Background: an optimization exercise with open tools, aiming at small area, a short achievable clock period and few clock cycles per item. Do not read the settings as production practice. Function was not checked in any run shown here: the RTL went through the layout flow alone. Power figures rest on the tool's default switching activity, not on a simulated workload.

--- flow/config.mk ---
export PLATFORM = sky130hd
export DESIGN_NAME = dac_waveform_sequencer
export DESIGN_NICKNAME = dac_waveform_sequencer
export VERILOG_FILES = /design/flow/design.v
export SDC_FILE = /design/flow/constraint.sdc
export NUM_CORES = 4
export LEC_CHECK = 0
export CAP_MARGIN = 20
export CORE_MARGIN = 2
export CORE_UTILIZATION = 40
export SLEW_MARGIN = 20
--- flow/constraint.sdc ---
create_clock -name core_clock -period 6.5 [get_ports {clk_i}]
set_input_delay 1.3000 -clock core_clock [delete_from_list [all_inputs] [get_ports {clk_i}]]
set_output_delay 1.3000 -clock core_clock [all_outputs]
set_load 0.01 [all_outputs]
--- flow/design.v ---
package dws_pkg;
  localparam int SAMPLE_W     = 8;
  localparam int TIME_W       = 15;
  localparam int TICK_W       = 8;
  localparam int SEG_LIST_W   = 18;
  localparam int SEG_CODE_W   = 3;
  localparam int SEG_CODES    = 6;
  localparam int CFG_INDEX_W  = 3;
  localparam int CFG_DATA_W   = 15;
  localparam logic [TICK_W-1:0] HOLD_TICKS_RESET = 8'd18;
  localparam logic [TICK_W-1:0] UNIT_TICKS_RESET = 8'd20;
  localparam logic [1:0] OP_LOAD  = 2'd0;
  localparam logic [1:0] OP_START = 2'd1;
  localparam logic [1:0] OP_TICK  = 2'd2;
  localparam logic [1:0] OP_NOP   = 2'd3;
endpackage
module dws_store (
  input  logic                          clk_i,
  input  logic                          clr_i,
  input  logic                          we_i,
  input  logic [1:0]                    wr_tbl_i,
  input  logic [4:0]                    wr_idx_i,
  input  logic [dws_pkg::SAMPLE_W-1:0]  wr_data_i,
  input  logic [1:0]                    rd_tbl_i,
  input  logic [4:0]                    rd_idx_i,
  output logic [dws_pkg::SAMPLE_W-1:0]  rd_data_o,
  output logic [4*dws_pkg::SAMPLE_W-1:0] first_o
);
  localparam int W = dws_pkg::SAMPLE_W;
  logic [W-1:0] t0_q [10];
  logic [W-1:0] t1_q [20];
  logic [W-1:0] t2_q [20];
  logic [W-1:0] t3_q [20];
  logic [W-1:0] wd;
  assign wd = clr_i ? '0 : wr_data_i;
  for (genvar i = 0; i < 10; i++) begin : g_t0
    always_ff @(posedge clk_i) begin
      if (clr_i || (we_i && wr_tbl_i == 2'd0 && wr_idx_i == 5'(i))) t0_q[i] <= wd;
    end
  end
  for (genvar i = 0; i < 20; i++) begin : g_t123
    always_ff @(posedge clk_i) begin
      if (clr_i || (we_i && wr_tbl_i == 2'd1 && wr_idx_i == 5'(i))) t1_q[i] <= wd;
      if (clr_i || (we_i && wr_tbl_i == 2'd2 && wr_idx_i == 5'(i))) t2_q[i] <= wd;
      if (clr_i || (we_i && wr_tbl_i == 2'd3 && wr_idx_i == 5'(i))) t3_q[i] <= wd;
    end
  end
  logic [W-1:0] r0, r1, r2, r3;
  always_comb begin
    r0 = '0;
    r1 = '0;
    r2 = '0;
    r3 = '0;
    for (int i = 0; i < 10; i++) if (rd_idx_i == 5'(i)) r0 = t0_q[i];
    for (int i = 0; i < 20; i++) begin
      if (rd_idx_i == 5'(i)) begin
        r1 = t1_q[i];
        r2 = t2_q[i];
        r3 = t3_q[i];
      end
    end
    unique case (rd_tbl_i)
      2'd0:    rd_data_o = r0;
      2'd1:    rd_data_o = r1;
      2'd2:    rd_data_o = r2;
      default: rd_data_o = r3;
    endcase
  end
  assign first_o = {t3_q[0], t2_q[0], t1_q[0], t0_q[0]};
endmodule
module dws_ctrl (
  input  logic                            clk_i,
  input  logic                            rst_ni,
  input  logic                            proc_i,
  input  logic [1:0]                      op_i,
  input  logic [1:0]                      tsel_i,
  input  logic [4:0]                      idx_i,
  input  logic [dws_pkg::SAMPLE_W-1:0]    val_i,
  input  logic [dws_pkg::SEG_LIST_W-1:0]  seg_i,
  input  logic [2:0]                      tnz_i,      
  input  logic [3*dws_pkg::TIME_W-1:0]    time_i,
  input  logic [3*dws_pkg::SAMPLE_W-1:0]  amp_i,
  input  logic [dws_pkg::TICK_W-1:0]      hold_m1_i,  
  input  logic [dws_pkg::TICK_W-1:0]      unit_m1_i,  
  input  logic [dws_pkg::SAMPLE_W-1:0]    dac_prev_i,
  output logic                            we_o,
  output logic [1:0]                      wr_tbl_o,
  output logic [4:0]                      wr_idx_o,
  output logic [dws_pkg::SAMPLE_W-1:0]    wr_data_o,
  output logic [1:0]                      rd_tbl_o,
  output logic [4:0]                      rd_idx_o,
  input  logic [dws_pkg::SAMPLE_W-1:0]    rd_data_i,
  input  logic [4*dws_pkg::SAMPLE_W-1:0]  first_i,
  output logic [dws_pkg::SAMPLE_W-1:0]    dac_o,
  output logic                            busy_o,
  output logic                            done_o,
  output logic                            refused_o
);
  localparam int N  = dws_pkg::SEG_CODES;
  localparam int SW = dws_pkg::SAMPLE_W;
  localparam int TW = dws_pkg::TIME_W;
  logic            playing_q;
  logic [3*N-1:0]  act_q;       
  logic [N-1:0]    nxt_q;       
  logic            zft_q;       
  logic            flat_q;      
  logic [1:0]      id_q;        
  logic [4:0]      samp_q;
  logic [7:0]      rem_q;       
  logic [TW-1:0]   units_q;
  logic is_load, is_start, is_tick;
  assign is_load  = (op_i == dws_pkg::OP_LOAD);
  assign is_start = (op_i == dws_pkg::OP_START);
  assign is_tick  = (op_i == dws_pkg::OP_TICK);
  logic [N-1:0] s_pl, s_zf;
  always_comb begin
    for (int p = 0; p < N; p++) begin
      logic [2:0] c;
      logic fl, nz;
      c  = seg_i[3*p +: 3];
      fl = c[2] && (c[1:0] != 2'd3);
      nz = tnz_i[c[1:0]];
      s_pl[p] = (c != 3'd0) && (!fl || nz);
      s_zf[p] = fl && !nz;
    end
  end
  logic [N-1:0] s_first, s_rest, t_first, t_rest;
  logic         s_found, t_found, s_zft;
  assign s_first = s_pl & (~s_pl + N'(1));
  assign s_rest  = s_pl & ~s_first;
  assign s_found = |s_pl;
  assign t_first = nxt_q & (~nxt_q + N'(1));
  assign t_rest  = nxt_q & ~t_first;
  assign t_found = |nxt_q;
  always_comb begin
    s_zft = 1'b0;
    for (int p = 0; p < N; p++) begin
      if (s_zf[p] && ((s_pl >> (p + 1)) == '0)) s_zft = 1'b1;
    end
  end
  logic [2:0] s_code, t_code;
  always_comb begin
    s_code = '0;
    t_code = '0;
    for (int p = 0; p < N; p++) begin
      s_code = s_code | ({3{s_first[p]}} & seg_i[3*p +: 3]);
      t_code = t_code | ({3{t_first[p]}} & act_q[3*p +: 3]);
    end
  end
  logic [2:0]   e_code;
  logic         e_found;
  logic [N-1:0] e_rest;
  logic         e_flat;
  logic [1:0]   e_id;
  assign e_code  = is_start ? s_code  : t_code;
  assign e_found = is_start ? s_found : t_found;
  assign e_rest  = is_start ? s_rest  : t_rest;
  assign e_flat  = e_code[2] && (e_code[1:0] != 2'd3);
  assign e_id    = (e_code == 3'd7) ? 2'd0 : e_code[1:0];
  logic [TW-1:0] e_time;
  logic [SW-1:0] e_amp, e_first;
  always_comb begin
    unique case (e_code[1:0])
      2'd0:    begin e_time = time_i[0 +: TW];  e_amp = amp_i[0 +: SW];  end
      2'd1:    begin e_time = time_i[TW +: TW]; e_amp = amp_i[SW +: SW]; end
      default: begin e_time = time_i[2*TW +: TW]; e_amp = amp_i[2*SW +: SW]; end
    endcase
    e_first = first_i[SW*e_id +: SW];
  end
  logic exp, t_last;
  assign exp    = (rem_q == '0);
  assign t_last = flat_q ? (units_q == TW'(1))
                         : (samp_q == ((id_q == 2'd0) ? 5'd9 : 5'd19));
  assign rd_tbl_o = id_q;
  assign rd_idx_o = samp_q + 5'd1;
  assign we_o      = proc_i && is_load && !playing_q;
  assign wr_tbl_o  = tsel_i + 2'd1;
  assign wr_idx_o  = idx_i;
  assign wr_data_o = val_i;
  logic            playing_d, zft_d, flat_d;
  logic [3*N-1:0]  act_d;
  logic [N-1:0]    nxt_d;
  logic [1:0]      id_d;
  logic [4:0]      samp_d;
  logic [7:0]      rem_d;
  logic [TW-1:0]   units_d;
  always_comb begin
    logic enter;
    logic zero;
    playing_d = playing_q;
    act_d     = act_q;
    nxt_d     = nxt_q;
    zft_d     = zft_q;
    flat_d    = flat_q;
    id_d      = id_q;
    samp_d    = samp_q;
    rem_d     = rem_q;
    units_d   = units_q;
    enter     = 1'b0;
    zero      = 1'b0;
    dac_o     = dac_prev_i;
    done_o    = 1'b0;
    refused_o = (is_load || is_start) && playing_q;
    if (is_start && !playing_q) begin
      act_d = seg_i;
      zft_d = s_zft;
      enter = 1'b1;
      zero  = s_zft;
    end else if (is_tick && playing_q) begin
      if (!exp) begin
        rem_d = rem_q - 8'd1;
      end else if (!t_last) begin
        rem_d = flat_q ? unit_m1_i : hold_m1_i;
        if (flat_q) begin
          units_d = units_q - TW'(1);
        end else begin
          samp_d = samp_q + 5'd1;
          dac_o  = rd_data_i;
        end
      end else begin
        enter = 1'b1;
        zero  = flat_q || zft_q;
      end
    end
    if (enter) begin
      if (e_found) begin
        playing_d = 1'b1;
        nxt_d     = e_rest;
        flat_d    = e_flat;
        id_d      = e_id;
        samp_d    = '0;
        units_d   = e_time;
        rem_d     = e_flat ? unit_m1_i : hold_m1_i;
        dac_o     = e_flat ? e_amp : e_first;
      end else begin
        playing_d = 1'b0;
        done_o    = 1'b1;
        if (zero) dac_o = '0;
      end
    end
    busy_o = playing_d;
  end
  always_ff @(posedge clk_i or negedge rst_ni) begin
    if (!rst_ni) begin
      playing_q <= 1'b0;
    end else if (proc_i) begin
      playing_q <= playing_d;
    end
  end
  always_ff @(posedge clk_i) begin
    if (proc_i) begin
      act_q   <= act_d;
      nxt_q   <= nxt_d;
      zft_q   <= zft_d;
      flat_q  <= flat_d;
      id_q    <= id_d;
      samp_q  <= samp_d;
      rem_q   <= rem_d;
      units_q <= units_d;
    end
  end
endmodule
module dac_waveform_sequencer #(
  parameter int TABLE_DEPTH     = 20,
  parameter int SHORT_DEPTH     = 10,
  parameter int SEQUENCE_LENGTH = 6
) (
  input  logic                              clk_i,
  input  logic                              rst_ni,
  input  logic                              in_valid_i,
  output logic                              in_stall_o,
  input  logic [1:0]                        opcode_i,
  input  logic [1:0]                        table_select_i,
  input  logic [4:0]                        sample_index_i,
  input  logic [dws_pkg::SAMPLE_W-1:0]      sample_value_i,
  input  logic [dws_pkg::SEG_LIST_W-1:0]    segment_list_i,
  output logic                              out_valid_o,
  input  logic                              out_stall_i,
  output logic [dws_pkg::SAMPLE_W-1:0]      dac_value_o,
  output logic                              busy_res_o,
  output logic                              sequence_done_o,
  output logic                              refused_o,
  input  logic                              cfg_valid_i,
  output logic                              cfg_ready_o,
  input  logic [dws_pkg::CFG_INDEX_W-1:0]   cfg_index_i,
  input  logic [dws_pkg::CFG_DATA_W-1:0]    cfg_data_i
);
  localparam int SW = dws_pkg::SAMPLE_W;
  localparam int TW = dws_pkg::TIME_W;
  assign cfg_ready_o = 1'b1;
  logic [3*TW-1:0] time_q;
  logic [3*SW-1:0] amp_q;
  logic [2:0]      tnz_q;
  logic [7:0]      hold_q, unit_q;
  logic [7:0]      hold_m1, unit_m1;
  always_ff @(posedge clk_i or negedge rst_ni) begin
    if (!rst_ni) begin
      time_q <= '0;
      amp_q  <= '0;
      tnz_q  <= '0;
      hold_q <= dws_pkg::HOLD_TICKS_RESET;
      unit_q <= dws_pkg::UNIT_TICKS_RESET;
    end else if (cfg_valid_i) begin
      unique case (cfg_index_i)
        3'd0: begin time_q[0 +: TW]    <= cfg_data_i; tnz_q[0] <= |cfg_data_i; end
        3'd1: amp_q[0 +: SW]           <= cfg_data_i[7:0];
        3'd2: begin time_q[TW +: TW]   <= cfg_data_i; tnz_q[1] <= |cfg_data_i; end
        3'd3: amp_q[SW +: SW]          <= cfg_data_i[7:0];
        3'd4: begin time_q[2*TW +: TW] <= cfg_data_i; tnz_q[2] <= |cfg_data_i; end
        3'd5: amp_q[2*SW +: SW]        <= cfg_data_i[7:0];
        3'd6: hold_q                   <= cfg_data_i[7:0];
        default: unit_q                <= cfg_data_i[7:0];
      endcase
    end
  end
  assign hold_m1 = (hold_q == '0) ? '0 : hold_q - 8'd1;
  assign unit_m1 = (unit_q == '0) ? '0 : unit_q - 8'd1;
  logic                             iv_q;
  logic                             stall_q;
  logic                             ov_q;     
  logic                             full_q;   
  logic [1:0]                       op_q;
  logic [1:0]                       tsel_q;
  logic [4:0]                       idx_q;
  logic [SW-1:0]                    val_q;
  logic [dws_pkg::SEG_LIST_W-1:0]   seg_q;
  logic                             proc;
  logic                             take;
  assign proc = iv_q && !full_q;
  assign take = ov_q && !out_stall_i;
  logic iv_d, ov_d, full_d;
  always_comb begin
    iv_d = stall_q ? iv_q : in_valid_i;
    unique case ({full_q, ov_q})
      2'b00:   begin ov_d = proc;         full_d = 1'b0;          end
      2'b01:   begin ov_d = proc || !take; full_d = proc && !take; end
      default: begin ov_d = 1'b1;         full_d = !take;         end
    endcase
  end
  always_ff @(posedge clk_i or negedge rst_ni) begin
    if (!rst_ni) begin
      iv_q    <= 1'b0;
      stall_q <= 1'b0;
      ov_q    <= 1'b0;
      full_q  <= 1'b0;
    end else begin
      iv_q    <= iv_d;
      stall_q <= iv_d && full_d;
      ov_q    <= ov_d;
      full_q  <= full_d;
    end
  end
  always_ff @(posedge clk_i) begin
    if (!stall_q) begin
      op_q   <= opcode_i;
      tsel_q <= table_select_i;
      idx_q  <= sample_index_i;
      val_q  <= sample_value_i;
      seg_q  <= segment_list_i;
    end
  end
  assign in_stall_o = stall_q;
  logic               clr_q;
  logic               we;
  logic [1:0]         wr_tbl, rd_tbl;
  logic [4:0]         wr_idx, rd_idx;
  logic [SW-1:0]      wr_data, rd_data;
  logic [4*SW-1:0]    first;
  logic [SW-1:0]      res_dac;
  logic               res_busy, res_done, res_refused;
  logic [SW-1:0]      o_dac_q, f_dac_q;
  logic               o_busy_q, o_done_q, o_ref_q;
  logic               f_busy_q, f_done_q, f_ref_q;
  always_ff @(posedge clk_i or negedge rst_ni) begin
    if (!rst_ni) clr_q <= 1'b1;
    else         clr_q <= 1'b0;
  end
  dws_ctrl u_ctrl (
    .clk_i      (clk_i),
    .rst_ni     (rst_ni),
    .proc_i     (proc),
    .op_i       (op_q),
    .tsel_i     (tsel_q),
    .idx_i      (idx_q),
    .val_i      (val_q),
    .seg_i      (seg_q),
    .tnz_i      (tnz_q),
    .time_i     (time_q),
    .amp_i      (amp_q),
    .hold_m1_i  (hold_m1),
    .unit_m1_i  (unit_m1),
    .dac_prev_i (o_dac_q),
    .we_o       (we),
    .wr_tbl_o   (wr_tbl),
    .wr_idx_o   (wr_idx),
    .wr_data_o  (wr_data),
    .rd_tbl_o   (rd_tbl),
    .rd_idx_o   (rd_idx),
    .rd_data_i  (rd_data),
    .first_i    (first),
    .dac_o      (res_dac),
    .busy_o     (res_busy),
    .done_o     (res_done),
    .refused_o  (res_refused)
  );
  dws_store u_store (
    .clk_i     (clk_i),
    .clr_i     (clr_q),
    .we_i      (we),
    .wr_tbl_i  (wr_tbl),
    .wr_idx_i  (wr_idx),
    .wr_data_i (wr_data),
    .rd_tbl_i  (rd_tbl),
    .rd_idx_i  (rd_idx),
    .rd_data_o (rd_data),
    .first_o   (first)
  );
  logic load_o, shift_o, load_f;
  assign load_o  = proc && (!ov_q || take);
  assign shift_o = full_q && take;
  assign load_f  = proc && ov_q && !take;
  always_ff @(posedge clk_i or negedge rst_ni) begin
    if (!rst_ni) begin
      o_dac_q <= '0;
    end else if (load_o) begin
      o_dac_q <= res_dac;
    end else if (shift_o) begin
      o_dac_q <= f_dac_q;
    end
  end
  always_ff @(posedge clk_i) begin
    if (load_o) begin
      o_busy_q <= res_busy;
      o_done_q <= res_done;
      o_ref_q  <= res_refused;
    end else if (shift_o) begin
      o_busy_q <= f_busy_q;
      o_done_q <= f_done_q;
      o_ref_q  <= f_ref_q;
    end
    if (load_f) begin
      f_dac_q  <= res_dac;
      f_busy_q <= res_busy;
      f_done_q <= res_done;
      f_ref_q  <= res_refused;
    end
  end
  assign out_valid_o     = ov_q;
  assign dac_value_o     = o_dac_q;
  assign busy_res_o      = o_busy_q;
  assign sequence_done_o = o_done_q;
  assign refused_o       = o_ref_q;
endmodule
--- flow/run.sh ---
#!/bin/bash
# synth_recipe.tcl (not shown) runs the flow's synth.tcl, then flattens the netlist and writes it again
# the make line also repeats each setting of config.mk as NAME=value (left out here)
make -C /OpenROAD-flow-scripts/flow DESIGN_CONFIG=/design/flow/config.mk WORK_HOME=/design/flow/orfs CLKGATE_MAP_FILE= SYNTH_SCRIPT=/design/flow/synth_recipe.tcl finish
==> results of run 1 <==
-- stage by stage --
| step | area [um2] | setup slack [ns] |
|---|---|---|
| 2_1_floorplan | 34400 | 3.23 |
| 3_3_place_gp | 36800 | 0.934 |
| 3_5_place_dp | 36900 | 0.777 |
| 4_1_cts | 39700 | 0.753 |
| 5_1_grt | 39800 | 0.534 |
| 6_report | 39800 | 0.531 |
-- per-layer routing --
metal,track usage,share of wire,routed length (um),vias up
met4,0.156,0.057,8080,10
met2,0.456,0.42,60200,2098
met5,0,0.00039,55,-
li1,-,-,-,10930
met1,0.433,0.39,55100,13527
met3,0.0841,0.13,18500,403
-- worst max path at each step --
| stage | depth (start not counted) | to | start | slack (ns) |
|---|---|---|---|---|
| finish | 11 | o_dac_q[2]$_DFFE_PN0P_ | u_ctrl.samp_q[1]$_DFFE_PP_ | 0.53 |
| global route | 11 | o_dac_q[2]$_DFFE_PN0P_ | u_ctrl.samp_q[1]$_DFFE_PP_ | 0.53 |
| CTS | 11 | o_dac_q[2]$_DFFE_PN0P_ | u_ctrl.samp_q[1]$_DFFE_PP_ | 0.75 |
| detailed placement | 11 | o_dac_q[2]$_DFFE_PN0P_ | u_ctrl.samp_q[1]$_DFFE_PP_ | 0.78 |
| global placement | 11 | o_dac_q[2]$_DFFE_PN0P_ | u_ctrl.samp_q[0]$_DFFE_PP_ | 0.93 |
| floorplan | 12 | f_dac_q[0]$_DFFE_PP_ | u_ctrl.samp_q[0]$_DFFE_PP_ | 3.23 |
-- registers in the layout, summed over array words and instances (netlist names), 3 cells and up --
register	count
u_ctrl.units_q	15
time_q	45
hold_q	8
u_store.t3_q	160
u_store.t2_q	160
o_dac_q	8
idx_q	5
val_q	8
f_dac_q	8
tnz_q	3
u_ctrl.nxt_q	5
seg_q	18
u_ctrl.rem_q	8
u_ctrl.act_q	15
u_store.t1_q	160
u_store.t0_q	80
amp_q	24
unit_q	8
u_ctrl.samp_q	5
-- report_power, final --
part	total, uW	internal (uW)	switching, uW
combinational	3440	1000	2440
clock	5040	2960	2070
sequential	6400	6000	398
total	14900	9970	4910
-- worst max-delay path: stages (launching register included) --
cell and delay (ns):
edfxtp_1 0.54, ha_1 0.59, or2_1 0.20, a21boi_1 0.46, a2bb2oi_2 0.78, a2111oi_0 0.17
a2111oi_0 0.84, a2111oi_1 0.28, a2111oi_0 0.89, o2111ai_1 0.43, a32o_1 0.34, a221o_1 0.32
-- layout make-up --
| class | instances | share of cell area |
|---|---|---|
| repair buffers | 183 | 0.0396 |
| multi-input cells | 1704 | 0.285 |
| flip-flops and latches | 763 | 0.563 |
| inverters | 42 | 0.00396 |
| clock inverters | 54 | 0.0169 |
| well taps | 1144 | 0.0360 |
| diodes | 3 | 0.000189 |
| clock buffers | 99 | 0.0556 |
-- kinds of logic after synthesis --
| group | synth area share |
|---|---|
| buffers and inverters | 0.0270 |
| and+or+nand+nor | 0.0945 |
| DFF | 0.651 |
| other | 0.000218 |
| adders and majority gates | 0.00363 |
| muxes | 0.0327 |
| AOI/OAI and AO/OA | 0.184 |
| xor gates and xnor gates | 0.00737 |
-- synth_stat cells (all sizes together) (42+ instances only) --
| cell | count | area, um2 |
|---|---|---|
| clkbuf | 125 | 469 |
| a21oi | 186 | 935 |
| nor2 | 132 | 498 |
| edfxtp | 661 | 19800 |
| a211oi | 43 | 323 |
| o22ai | 70 | 438 |
| mux2 | 93 | 1050 |
| nand3 | 58 | 295 |
| o21ai | 135 | 676 |
| nor3 | 72 | 372 |
| inv | 42 | 158 |
| buf | 61 | 302 |
| o21bai | 54 | 405 |
| a22oi | 53 | 408 |
| nand2 | 217 | 815 |
| dfrtp | 97 | 2430 |
==> flow_summary.toml, run 1 <==
[detailed_routing]
num_vias = 26968
drt_iter0_drc = 4548
routedWlPerCell_um = 35.6
viasPerCell = 6.76
post-route-drc-count = 0
firstDrtPassIters = 6
ant_nets = 0
wl_um = 142000

[clock_tree]
clockBufferDepth = 3
cts_setup_buffers = 0
cts_resized = 0
numClockSinks = 763
cts.clk_slew.worst_paths_ns = 0.06
numCtsBuffers = 85
cts_hold_buf = 0
cts_tree = "built"
clkLatencyLatePin_ns = 0.66
cts-root-buf = "clkbuf_16"
htree_levels = 3

[placed_design]
portBuffers = 70
gp_congestion = 1.03
dp_cells = 3835
hpwl_um = 97600

[worst_setup_path]
crit_fanout = 17
rrSetupSlack_ns = 0.53
cp-start-kind = "flip-flop"
critPathKind = "flip-flop to flip-flop"
rr_worst_depth = 11
reg2reg_to = "o_dac_q[2]$_DFFE_PN0P_"
crit_path_end_kind = "flip-flop"
cp.arrival_ns = 6.51
cp.required_ns = 7.04
reg2reg_from = "u_ctrl.samp_q[1]$_DFFE_PP_"

[timing]
whs_ns = 0.500
finalSetupViolCount = 0
fin_crit_sh = 0.918
clock_skew_ns = 0.0211
slew_headroom = 0.119
fin_crit_ns = 5.97
hold_viol = 0
finalMaxSlewViolations = 0
clock.fmax_ghz = 0.168
rsz0062_at_grt = "no"
fin_tns_setup_ns = 0
worst_pin_slew_ns = 1.30

[yosys]
synthFlopType = "edfxtp_1"
synth_cells = 2695
synth_area_per_cell_um2 = 12.8
synth-edff-count = 661
synth_cell_types = 99
ys_ff_latch = 763
syn_nets = 2763
syn_area_um2 = 34400
async_flop_share = 0.134
ys.warnings.count = 7
yosysSeqAreaShare = 0.651

[finish]
final_common_cell = "edfxtp_1"
final_cell_mix = "661 x edfxtp_1, 217 x nand2_1, 184 x a21oi_1"
nets = 2847
drive_gt1_frac = 0.142
regArea_um2 = 22400
utilization = 0.467
area_growth_pct = 15.5
final_cell_count_no_fill = 3992
multi_input_area_um2 = 11300
nFillCells = 7626

[power]
p_per_area_nw_per_um2 = 374
power.total_uw = 14900
leakagePower_uw = 0.0136
vdd_drop_max_mv = 0.200

[hold_path]
worstHoldPathCells = 1
hp-class = "flip-flop to flip-flop"
whs_endpoint = "o_dac_q[2]$_DFFE_PN0P_"
min-delay-start = "f_dac_q[2]$_DFFE_PP_"

[global_route]
antenna_found_initial = 9
globalRouteTotalUtil = 0.314
grt_pass1_wl_um = 198000
grt-ovfl-total = 0
grt_pass1_vias = 25516
grt_max_degree = 79

[die]
io_pins = 72
fp.dieH_um = 297
die_area_um2 = 88500
core_region_area_um2 = 85300
rows = 107
die_w_um = 297
start_util = 0.404

[status]
status = "no timing/DRC/antenna violations"

[run]
maxCapViolCount = 0
==> inputs of run 2 (changes only) <==
--- a/flow/design.v
+++ b/flow/design.v
@@ -46,24 +46,18 @@
     end
   end
-  logic [W-1:0] r0, r1, r2, r3;
+  logic [3:0]  tsel;
+  logic [19:0] isel;
   always_comb begin
-    r0 = '0;
-    r1 = '0;
-    r2 = '0;
-    r3 = '0;
-    for (int i = 0; i < 10; i++) if (rd_idx_i == 5'(i)) r0 = t0_q[i];
+    for (int t = 0; t < 4; t++) tsel[t] = (rd_tbl_i == 2'(t));
+    for (int i = 0; i < 20; i++) isel[i] = (rd_idx_i == 5'(i));
+  end
+  always_comb begin
+    rd_data_o = '0;
+    for (int i = 0; i < 10; i++) rd_data_o = rd_data_o | ({W{tsel[0] & isel[i]}} & t0_q[i]);
     for (int i = 0; i < 20; i++) begin
-      if (rd_idx_i == 5'(i)) begin
-        r1 = t1_q[i];
-        r2 = t2_q[i];
-        r3 = t3_q[i];
-      end
+      rd_data_o = rd_data_o | ({W{tsel[1] & isel[i]}} & t1_q[i]);
+      rd_data_o = rd_data_o | ({W{tsel[2] & isel[i]}} & t2_q[i]);
+      rd_data_o = rd_data_o | ({W{tsel[3] & isel[i]}} & t3_q[i]);
     end
-    unique case (rd_tbl_i)
-      2'd0:    rd_data_o = r0;
-      2'd1:    rd_data_o = r1;
-      2'd2:    rd_data_o = r2;
-      default: rd_data_o = r3;
-    endcase
   end
   assign first_o = {t3_q[0], t2_q[0], t1_q[0], t0_q[0]};
--- a/flow/config.mk
+++ b/flow/config.mk
@@ -6,6 +6,8 @@
 export NUM_CORES = 4
 export LEC_CHECK = 0
+export ABC_CLOCK_PERIOD_IN_PS = 2500
 export CAP_MARGIN = 20
 export CORE_MARGIN = 2
 export CORE_UTILIZATION = 40
+export SETUP_SLACK_MARGIN = 3.8
 export SLEW_MARGIN = 20
==> flow_summary.toml, run 2 <==
[global_route]
grt_pass1_wl_um = 199000
grt_max_degree = 79
grt_pass1_vias = 24558
globalRouteTotalUtil = 0.336
antenna_found_initial = 11
grt-ovfl-total = 0

[yosys]
synth_xor_area_frac = 0.00743
synthFlopType = "edfxtp_1"
synthTopCellsByArea = "edfxtp_1 60%, dfrtp_1 7.3%, mux2_2 3.6%, mux2i_1 2.0%, a22oi_1 1.8%"
synthAdderAreaFrac = 0.00375
syn_nets = 2468
synth-simple-area-share = 0.100
synth_top_family_by_area = "compound AO/OA/AOI/OAI gates"
yosysSeqAreaShare = 0.672
synth_cell_types = 97
yosys.area.top_type = "edfxtp_1"
ys.warnings.count = 7
syn_area_um2 = 33300
async_flop_share = 0.134
synth_compound_area_frac = 0.138
synthMuxAreaShare = 0.0561
ys_ff_latch = 763
synth-edff-count = 661
yosys-top-cells-count = "661 x edfxtp_1, 123 x nor2_1, 121 x nand2_1"
yosys.area.top_type_share = 0.595
synth.most_common_cell = "edfxtp_1"
synth_cells = 2400
synth_area_per_cell_um2 = 13.9

[finish]
reg.largest.list = "u_store.t1_q (160), u_store.t2_q (160), u_store.t3_q (160)"
nets = 2762
regArea_um2 = 22400
final_cell_count_no_fill = 3837
nFillCells = 6810
final_common_cell = "edfxtp_1"
final_cell_mix = "661 x edfxtp_1, 200 x buf_4, 108 x nor2_1"
multi_input_area_um2 = 12700
area_growth_pct = 29.0
drive_gt1_frac = 0.324

[timing]
hold_viol = 0
finalSetupViolCount = 0
fin_crit_sh = 0.578
clock_skew_ns = 0.0495
finalMaxSlewViolations = 0
slew_headroom = 0.274
fin_tns_setup_ns = 0
rsz0062_at_grt = "yes"
worst_pin_slew_ns = 1.09
fin_crit_ns = 3.76
clock.fmax_ghz = 0.266

[clock_tree]
numClockSinks = 763
cts_hold_buf = 0
clkLatencyLatePin_ns = 0.67
cts.clk_slew.worst_paths_ns = 0.06
cts-root-buf = "clkbuf_16"
htree_levels = 3
clockBufferDepth = 3
cts_tree = "built"
numCtsBuffers = 84

[detailed_routing]
firstDrtPassIters = 6
wl_um = 148000
post-route-drc-count = 0
num_vias = 25566
ant_nets = 0
drt_iter0_drc = 3511
routedWlPerCell_um = 38.6
viasPerCell = 6.66

[worst_setup_path]
cp.arrival_ns = 4.29
cp-start-kind = "flip-flop"
critPathKind = "flip-flop to flip-flop"
rrSetupSlack_ns = 2.74
cp.required_ns = 7.03
crit_path_end_kind = "flip-flop"
crit_fanout = 5

[power]
vdd_drop_max_mv = 0.239
leakagePower_uw = 0.0154
p_per_area_nw_per_um2 = 339

[status]
status = "no timing/DRC/antenna violations"

[die]
core_region_area_um2 = 82200
die_w_um = 293
start_util = 0.405
rows = 105
io_pins = 72
die_area_um2 = 85700
fp.dieH_um = 293

[run]
maxCapViolCount = 0

[hold_path]
hp-class = "flip-flop to flip-flop"

[placed_design]
hpwl_um = 94300
gp_congestion = 1.05
portBuffers = 70
dp_cells = 3463
run 2: changes by cell type in the layout (fill, tap and decap cells not counted), moves of 32 or more:
| cell | change |
|---|---|
| a211oi_1 | -35 |
| a21o_2 | +36 |
| a21oi_1 | -130 |
| buf_4 | +90 |
| buf_6 | +32 |
| mux2i_1 | +55 |
| nand2_1 | -113 |
| nand4_1 | +34 |
| o21ai_0 | -89 |
| o21bai_1 | -40 |
| o22ai_1 | -59 |
run 2: final timing paths:
check | start | end | depth (start not counted)
max in group asynchronous | rst_ni | o_dac_q[2]$_DFFE_PN0P_ | 2
hold / removal | full_q$_DFF_PN0_ | ov_q$_DFF_PN0_ | 2
min in group asynchronous | rst_ni | time_q[24]$_DFFE_PN0P_ | 1
hold reg to reg | full_q$_DFF_PN0_ | ov_q$_DFF_PN0_ | 2
setup reg to reg | u_ctrl.samp_q[0]$_DFFE_PP_ | o_dac_q[6]$_DFFE_PN0P_ | 13
setup / recovery | u_ctrl.samp_q[0]$_DFFE_PP_ | o_dac_q[6]$_DFFE_PN0P_ | 13
run 2: final cells by class:
class                   instances  area share
flip-flops and latches        763       0.521
multi-input cells            1461       0.295
repair buffers                352      0.0831
clock buffers                 107      0.0523
well taps                    1070      0.0311
clock inverters                49      0.0136
inverters                      32     0.00291
diodes                          3    0.000175
run 2: power by group:
group / switching (uW) / leakage, uW / internal [uW] / total (uW)
clock: 2050 / 0.00137 / 2910 / 4960
combinational: 2000 / 0.00612 / 1240 / 3240
sequential: 397 / 0.00788 / 6000 / 6400
run 2: through the flow:
step | power (uW) | hold slack [ns] | worst slack, ns | utilization | instance area [um2]
floorplan | 7630 | 0.421 | 3.37 | - | 33700
global placement | 8680 | 0.483 | 1.64 | 0.434 | 35700
CTS | 14200 | 0.503 | 2.83 | 0.507 | 41700
global route | 14900 | 0.519 | 2.78 | 0.523 | 43000
detailed placement | 8720 | 0.487 | 1.66 | 0.435 | 35800
finish | 14600 | 0.503 | 2.74 | 0.523 | 43000
run 2: worst max-delay path: stages, from the launching register on:
cell      delay (ns)
edfxtp_1        0.45
buf_6           0.17
buf_6           0.12
ha_4            0.19
buf_12          0.15
a222oi_1        0.53
o22a_2          0.34
o32ai_4         0.12
nor4_2          0.23
nand4_1         0.19
or4_4           0.62
o211ai_1        0.10
a21bo_1         0.23
o21a_1          0.16
run 2: routing by layer:
layer,part of all wire,up-vias,track usage
met2,0.44,1795,0.513
met3,0.11,459,0.0817
met4,0.073,12,0.197
li1,-,10254,-
met1,0.38,13046,0.436
met5,0.00057,-,0
run 2: kinds of logic after synthesis:
| kind of cell | Yosys count |
|---|---|
| buffers and inverters | 186 |
| AND/OR/NAND/NOR | 636 |
| other | 2 |
| flip-flops | 763 |
| adder cells (fa/ha/maj) | 10 |
| XOR/XNOR | 24 |
| multiplexers | 173 |
| AO/OA/AOI/OAI | 606 |
run 2: timing repair:
action | in CTS | in global routing
resized for setup | 393 | 146
gates cloned | 15 | 8
pin swaps | 88 | 77
endpoints found under the setup margin | 619 | 493
setup buffers | 137 | 55
==> inputs of run 3 (changes only) <==
--- a/flow/config.mk
+++ b/flow/config.mk
@@ -6,8 +6,8 @@
 export NUM_CORES = 4
 export LEC_CHECK = 0
-export ABC_CLOCK_PERIOD_IN_PS = 2500
+export ABC_CLOCK_PERIOD_IN_PS = 2000
 export CAP_MARGIN = 20
 export CORE_MARGIN = 2
-export CORE_UTILIZATION = 40
-export SETUP_SLACK_MARGIN = 3.8
+export CORE_UTILIZATION = 55
+export SETUP_SLACK_MARGIN = 4.2
 export SLEW_MARGIN = 20
==> flow_summary.toml, run 3 <==
[detailed_routing]
post-route-drc-count = 0
wl_um = 141000
viasPerCell = 7.34
num_vias = 26152
routedWlPerCell_um = 39.5
drt_iter0_drc = 4700
firstDrtPassIters = 8
ant_nets = 0

[yosys]
synthFlopType = "edfxtp_1"
synth-edff-count = 661
synth.most_common_cell = "edfxtp_1"
ys.warnings.count = 7
synth_area_per_cell_um2 = 13.9
async_flop_share = 0.134
synthTopCellsByArea = "edfxtp_1 60%, dfrtp_1 7.3%, mux2_2 3.6%, mux2i_1 2.0%, a22oi_1 1.8%"
yosysSeqAreaShare = 0.672
synth_cell_types = 97
syn_area_um2 = 33300
yosys.area.top_type = "edfxtp_1"
ys_ff_latch = 763
yosys.area.top_type_share = 0.595
syn_nets = 2468
yosys-top-cells-count = "661 x edfxtp_1, 123 x nor2_1, 121 x nand2_1"
synth_cells = 2400

[clock_tree]
cts.clk_slew.worst_paths_ns = 0.07
cts_hold_buf = 0
cts-root-buf = "clkbuf_16"
numCtsBuffers = 78
clockBufferDepth = 3
numClockSinks = 763
htree_levels = 3
clkLatencyLatePin_ns = 0.67
cts_tree = "built"

[power]
leakagePower_uw = 0.0155
p_per_area_nw_per_um2 = 332
vdd_drop_max_mv = 0.461

[worst_setup_path]
crit_path_top_delay_cell = "a222oi_1"
crit_fanout = 21
cp.arrival_ns = 4.21
path_cells = "buf_4 -> ha_4 -> and3_4 -> xnor2_4 -> buf_12 -> and2_4 -> buf_12 -> a222oi_1 -> o32ai_2 -> nor4_4 -> nand4_1 -> o21ai_2 -> a21boi_4 -> inv_1"
critPathKind = "flip-flop to flip-flop"
cp.required_ns = 6.90
crit_top_cell = "buf_12"
crit_family = "compound AO/OA/AOI/OAI gates"
crit_path_end_kind = "flip-flop"
cp-start-kind = "flip-flop"
max_stage_delay_ns = 0.56
worst-path-buf-inv = 4

[timing]
hold_viol = 0
clock_skew_ns = 0.0326
slew_headroom = 0.311
fin_tns_setup_ns = 0
clock.fmax_ghz = 0.263
rsz0062_at_grt = "yes"
fin_crit_sh = 0.586
worst_pin_slew_ns = 1.03
finalSetupViolCount = 0
fin_crit_ns = 3.81
finalMaxSlewViolations = 0
setup_ws_ns = 2.69

[die]
die_area_um2 = 62600
fp.dieH_um = 250
rows = 90
io_pins = 72
start_util = 0.554
core_region_area_um2 = 60100
die_w_um = 250

[global_route]
grt_pass1_vias = 24681
grt_max_degree = 79
grt-ovfl-total = 0
globalRouteTotalUtil = 0.437
antenna_found_initial = 8
grt_pass1_wl_um = 190000

[finish]
multi_input_area_um2 = 12800
area_growth_pct = 28.3
final_common_cell = "edfxtp_1"
reg.largest.list = "u_store.t1_q (160), u_store.t2_q (160), u_store.t3_q (160)"
drive_gt1_frac = 0.326
final_cell_mix = "661 x edfxtp_1, 223 x buf_4, 107 x nand2_1"
nets = 2787
nFillCells = 3881
regArea_um2 = 22400

[placed_design]
gp_congestion = 1.07
dpl_worst_slack_ns = 1.64
portBuffers = 70
hpwl_um = 89000

[hold_path]
hp-class = "flip-flop to flip-flop"

[status]
status = "no timing/DRC/antenna violations"

[run]
maxCapViolCount = 0
## run 3: what timing repair did
item | 4_1_cts | 5_1_grt
gates cloned | 7 | 6
pin swaps | 82 | 80
setup endpoints to repair | 750 | 593
gates resized for setup | 421 | 149
setup buffers | 154 | 70
endpoints found under the hold margin | 0 | 0
## run 3: area by class of cell
cell class,count,share of cell area
clock inverter,43,0.0119
inverter,32,0.00290
multi-input combinational,1455,0.298
clock buffer,98,0.0488
timing repair buffer,389,0.0904
tap,782,0.0229
sequential,763,0.524
antenna,3,0.000176
## run 3: kinds of logic (layout without fill, tap and decap cells)
logic type | Yosys count | count (layout) | synth area share
AOI/OAI and AO/OA | 606 | 606 | 0.138
adders and majority gates | 10 | 10 | 0.00375
DFF | 763 | 763 | 0.672
buffers and inverters | 186 | 562 | 0.0228
xor gates and xnor gates | 24 | 24 | 0.00743
muxes | 173 | 173 | 0.0561
and+or+nand+nor | 636 | 640 | 0.100
other | 2 | 5 | 0.000225
## run 3: worst paths after layout
path | startpoint | to | slack [ns] | cells after the start
worst max-delay path | u_ctrl.samp_q[0]$_DFFE_PP_ | f_dac_q[3]$_DFFE_PP_ | 2.69 | 14
worst min-delay path | amp_q[23]$_DFFE_PN0P_ | amp_q[23]$_DFFE_PN0P_ | 0.50 | 1
worst max register to register | u_ctrl.samp_q[0]$_DFFE_PP_ | f_dac_q[3]$_DFFE_PP_ | 2.69 | 14
worst min register to register | amp_q[23]$_DFFE_PN0P_ | amp_q[23]$_DFFE_PN0P_ | 0.50 | 1
max in group asynchronous | rst_ni | unit_q[5]$_DFFE_PN0P_ | 4.67 | 2
min in group asynchronous | rst_ni | stall_q$_DFF_PN0_ | 0.71 | 1
## run 3: worst reg2reg max path: cells and delay by family, from the launching register on
kind / cells / cell delay [ns]
AOI/OAI and AO/OA: 4 / 1.29
xor gates and xnor gates: 1 / 0.16
adders and majority gates: 1 / 0.18
buffers and inverters: 4 / 0.56
DFF: 1 / 0.42
and+or+nand+nor: 4 / 0.96
## run 3: per-stage QoR
step                power (uW)  instance area, um2  utilization  instances  hold slack [ns]
floorplan                 7710               34200            -       2400            0.421
global placement          8660               35700        0.593       3183            0.484
detailed placement        8710               35700        0.594       3183            0.488
CTS                      13800               41300        0.687       3485            0.502
global route             14500               42800        0.711       3563            0.518
finish                   14200               42800        0.711       3565            0.501
## run 3: per-layer routing
layer / global-route usage / up-vias / share of wire
li1: - / 10252 / -
met1: 0.546 / 12973 / 0.34
met2: 0.667 / 2286 / 0.44
met3: 0.114 / 637 / 0.12
met4: 0.313 / 4 / 0.095
met5: 0 / - / 0.00018
## run 3: report_power, final
group | internal [uW] | total (uW) | leakage [uW] | switching (uW)
clock | 2590 | 4600 | 0.00125 | 2010
combinational | 1280 | 3220 | 0.00637 | 1940
sequential | 6000 | 6390 | 0.00788 | 393

==> static timing again, ports no longer ideal <==
Ports are ideal in the flow. The routed layouts listed here were re-timed in OpenROAD.
Step 1, drivers: a clkbuf_16 drives clk_i and a buf_2 each remaining input, both assumed.
Step 2 adds t to the input delays and takes it off the output delays; t is the mean of the earliest and latest rising clock arrival at the registers after step 1. Input paths then give back, and output paths get back, about the clock's delay inside the block.
Three values: no drivers, after step 1, after step 2; two values: the first two.
run | shift t [ns] | slack for setup (ns) | slew at the worst register clock pin (ns)
run 1 | 0.713 | 0.531 / 0.531 / 0.531 | 0.07 / 0.07
run 2 | 0.709 | 2.743 / 2.743 / 2.743 | 0.07 / 0.07
run 3 | 0.721 | 2.692 / 2.692 / 2.692 | 0.07 / 0.07
After both steps every run listed still meets setup and hold.
